Background: an optimization exercise with open tools, aiming at small area, a short achievable clock period and few clock cycles. Do not read the settings as production practice. The RTL was checked by simulation tests, not by an equivalence proof against the original design.

== v6 ==
==> flow/design.v (excerpt) <==
module mips32_pipe_core_p #(
    parameter int XLEN       = 32,
    parameter int ADDR_W     = 10,
    parameter int RESET_PC   = 0,
    parameter int FORWARD_EN = 1,
    parameter int CNT_W      = 32
) (
    input  logic              clock,
    input  logic              reset,
    output logic [ADDR_W-1:0] imem_addr,
    input  logic [31:0]       imem_rdata,
    output logic [ADDR_W-1:0] dmem_addr,
    output logic [XLEN-1:0]   dmem_wdata,
    output logic              dmem_we,
    input  logic [XLEN-1:0]   dmem_rdata,
    output logic              halted,
    output logic [CNT_W-1:0]  retired
);
Size: about 6,400 cells after synthesis, about 1,500 flip-flops, about 0.076 mm2 of cells after synthesis.
clock: 12.0 ns
lec_check: 0
cap_margin: 20
core_margin: 2
core_utilization: 48
cts_cluster_diameter: 250
cts_cluster_size: 20
place_density: 0.6
slew_margin: 20
standard.sh (not shown) runs the stock make flow with config.mk's settings and CLKGATE_MAP_FILE= SYNTH_SCRIPT=/design/flow/synth_recipe.tcl, a recipe that flattens the netlist after the stock synthesis.
==> flow/flow/run.sh <==
#!/bin/bash
# The standard layout (standard.sh), with two changes to how it is made:
#  - the timing repair steps aim for a setup margin (the clock period and
#    constraints stay the standard flow's);
#  - the port buffers are plain buffers instead of the library's pick.
set -euo pipefail
export SETUP_SLACK_MARGIN=8.25
export BUFFER_PORTS_ARGS="-buffer_cell sky130_fd_sc_hd__buf_2"
bash standard.sh > standard_flow.log 2>&1
Having completed the whole flow, v6 delivered a layout that passed the timing, DRC and antenna checks.
Testbench counts of v6, summed over its fixed seeds: cycles 77,687.
Relative to v6, the following input files were edited for v7:
diff --git a/flow/design.v b/flow/design.v
--- a/flow/design.v
+++ b/flow/design.v
@@ -36,22 +36,24 @@
     logic              r_idex_lbr, r_idex_bnez, r_idex_pred;   
     logic [ADDR_W-1:0] r_idex_alt;                            
     logic              r_idex_fa_ex, r_idex_fa_wb, r_idex_fa_rf;
     logic              r_idex_fb_exp, r_idex_fb_exn, r_idex_fb_wbp, r_idex_fb_wbn, r_idex_fb_rf;
     logic              r_idex_sub, r_idex_s_sum, r_idex_s_and, r_idex_s_or, r_idex_s_slt;
     logic [4:0]        r_idex_dst;
     logic [XLEN-1:0]   r_idex_a, r_idex_b;
     logic [ADDR_W-1:0] r_idex_imm;
     logic              r_exmem_valid, r_exmem_we, r_exmem_lw, r_exmem_mul, r_exmem_lw_or_mul;
     logic [4:0]        r_exmem_dst;
-    logic [XLEN-1:0]   r_exmem_alu, r_exmem_sdata;
-    logic [31:1]       r_memwb_wen;       
+    logic [XLEN-1:0]   r_exmem_alu;       
+    logic [ADDR_W-1:0] r_exmem_addr;      
+    logic              r_memwb_we;
+    logic [4:0]        r_memwb_dst;
     logic [XLEN-1:0]   r_memwb_wdata;
     logic [31:1]       r_zf;              
     logic              r_m_ex_rs, r_m_ex_rt, r_m_mem_rs, r_m_mem_rt, r_m_wb_rs, r_m_wb_rt;
     logic [5:0]      w_op;
     logic [4:0]      w_rs, w_rt, w_rd, w_dst;
     logic            w_we, w_cnt, w_uimm, w_late;
     logic [XLEN-1:0] w_rs_val, w_rt_val, w_b_val;
     logic            w_sub;
     logic            w_stall, w_id_hlt, w_taken, w_br;
     assign w_op = r_ifid_ir[31:26];
@@ -122,20 +124,21 @@
     assign w_ex_b = ({XLEN{r_idex_fb_exp}} & r_exmem_alu) | ({XLEN{r_idex_fb_exn}} & ~r_exmem_alu) |
                     ({XLEN{r_idex_fb_wbp}} & r_memwb_wdata) | ({XLEN{r_idex_fb_wbn}} & ~r_memwb_wdata) |
                     ({XLEN{r_idex_fb_rf}} & r_idex_b);
     logic [XLEN:0] w_sum_x;
     assign w_sum_x = {w_ex_a, 1'b1} + {w_ex_b, r_idex_sub};
     assign w_sum   = w_sum_x[XLEN:1];
     assign w_lt   = (w_ex_a[XLEN-1] == w_ex_b[XLEN-1]) ? w_ex_a[XLEN-1] : w_sum[XLEN-1];
     assign w_alu  = ({XLEN{r_idex_s_sum}} & w_sum) |
                     ({XLEN{r_idex_s_and}} & (w_ex_a & w_ex_b)) |
                     ({XLEN{r_idex_s_or}}  & (w_ex_a | w_ex_b)) |
+                    ({XLEN{r_idex_sw}}    & w_ex_b) |
                     {{(XLEN-1){1'b0}}, r_idex_s_slt & w_lt};
     assign w_saddr = w_ex_a[ADDR_W-1:0] + r_idex_imm;
     logic w_z_mem, w_z_wb, w_z_rf, w_rs_zero, w_br_late;
     assign w_z_mem   = r_exmem_alu == '0;
     assign w_z_wb    = r_memwb_wdata == '0;
     assign w_z_rf    = (w_rs == 5'd0) ? 1'b1 : r_zf[w_rs];
     assign w_rs_zero = w_mem_rs ? w_z_mem : r_m_wb_rs ? w_z_wb : w_z_rf;
     assign w_br_late = w_ex_rs || (r_exmem_lw_or_mul && w_mem_rs);
     logic w_taken_ex, w_redirect_ex;
     assign w_taken_ex    = (r_idex_fa_ex ? w_z_mem : w_z_wb) ^ r_idex_bnez;
@@ -1976,33 +1979,33 @@
         r_idex_a      <= w_rs_val;
         r_idex_b      <= w_b_val;
         r_idex_imm    <= r_ifid_ir[ADDR_W-1:0];
         r_exmem_valid <= !reset && r_idex_valid;
         r_dwe         <= !reset && r_idex_valid && r_idex_sw;
         r_exmem_dst   <= r_idex_dst;
         r_exmem_we    <= r_idex_we;
         r_exmem_lw    <= r_idex_lw;
         r_exmem_mul   <= r_idex_mul;
         r_exmem_lw_or_mul <= r_idex_lw || r_idex_mul;
-        r_exmem_alu   <= r_idex_sw ? XLEN'(w_saddr) : w_alu;
-        r_exmem_sdata <= w_ex_b;
-        for (int i = 1; i < 32; i++)
-            r_memwb_wen[i] <= reset || (r_exmem_valid && r_exmem_we && r_exmem_dst == 5'(i));
+        r_exmem_alu   <= w_alu;
+        r_exmem_addr  <= r_idex_sw ? w_saddr : w_sum[ADDR_W-1:0];
+        r_memwb_we    <= !reset && r_exmem_valid && r_exmem_we;
+        r_memwb_dst   <= r_exmem_dst;
         r_memwb_wdata <= r_exmem_lw ? dmem_rdata : (r_exmem_mul ? w_mul : r_exmem_alu);
         for (int i = 1; i < 32; i++)
-            if (r_memwb_wen[i]) begin
+            if (r_rst || (r_memwb_we && r_memwb_dst == 5'(i))) begin
                 r_rf[i] <= w_wb_data;
                 r_zf[i] <= w_wb_data == '0;
             end
         if (r_rst) r_retired <= '0;
         else if (r_idex_valid && r_idex_cnt && r_retired != '1) r_retired <= r_retired + CNT_W'(1);
         if (reset) r_halted <= 1'b0;
         else if (r_idex_valid && r_idex_hlt) r_halted <= 1'b1;
     end
     assign imem_addr  = r_pc;
-    assign dmem_addr  = ADDR_W'(r_exmem_alu);
-    assign dmem_wdata = r_exmem_sdata;
+    assign dmem_addr  = r_exmem_addr;
+    assign dmem_wdata = r_exmem_alu;
     assign dmem_we    = r_dwe;
     assign halted     = r_halted;
     assign retired    = r_retired;
 endmodule
 `default_nettype wire
--- outcome ---
When v7 is measured against v6, its wire length turns out 4800 um higher.
v7 leaves less setup margin than v6.
Of v7 and v6, the run reporting the lower post-detailed-placement half-perimeter wirelength was v6.
Final instance area essentially unchanged between v6 and v7.
v7 vs v6 — count of buffers not belonging to the clock network in the layout rose 9.6%.
Number of distinct standard cells referenced by the synthesized netlist was higher in v7 than in v6.
Diff v6 -> v7: gate count of the mapped netlist went up by about 0.64%, fraction of area in multi-input gates went up by 0.22 points, via count went up by about 0.9%, critical path depth went down by 3.
Testbench counts of v7, summed over its fixed seeds: cycles 77,687.

-- static timing again, ports no longer ideal --
The flow's constraints put no driver on any port. The routed layouts listed below were extracted and timed again, unchanged, in two steps.
Step 1, drivers: a clkbuf_16 drives clock and a buf_2 each remaining input, both assumed.
Step 2 times the ports against the registers' clock, not the clock port: input delays grow and output delays shrink by t, the midpoint of the rising clock arrivals with the driver on.
a / b / c = no drivers / after step 1 / after step 2; a / b = the first two.
run | t (ns) | setup slack, ns | hold WS [ns] | latest minus earliest clock arrival (ns) | cell pins on the clock port's net
v6 | 0.841 | 8.113 / 8.114 / 7.313 | 0.344 / 0.344 / 0.344 | 0.067 / 0.067 | 1
v7 | 0.831 | 8.035 / 8.035 / 7.349 | 0.348 / 0.348 / 0.348 | 0.070 / 0.070 | 1
After both steps setup and hold are still met in every run listed. For v6, which loses most, drivers alone change the setup slack by +0.001 ns; drivers and shift together by -0.800 ns.
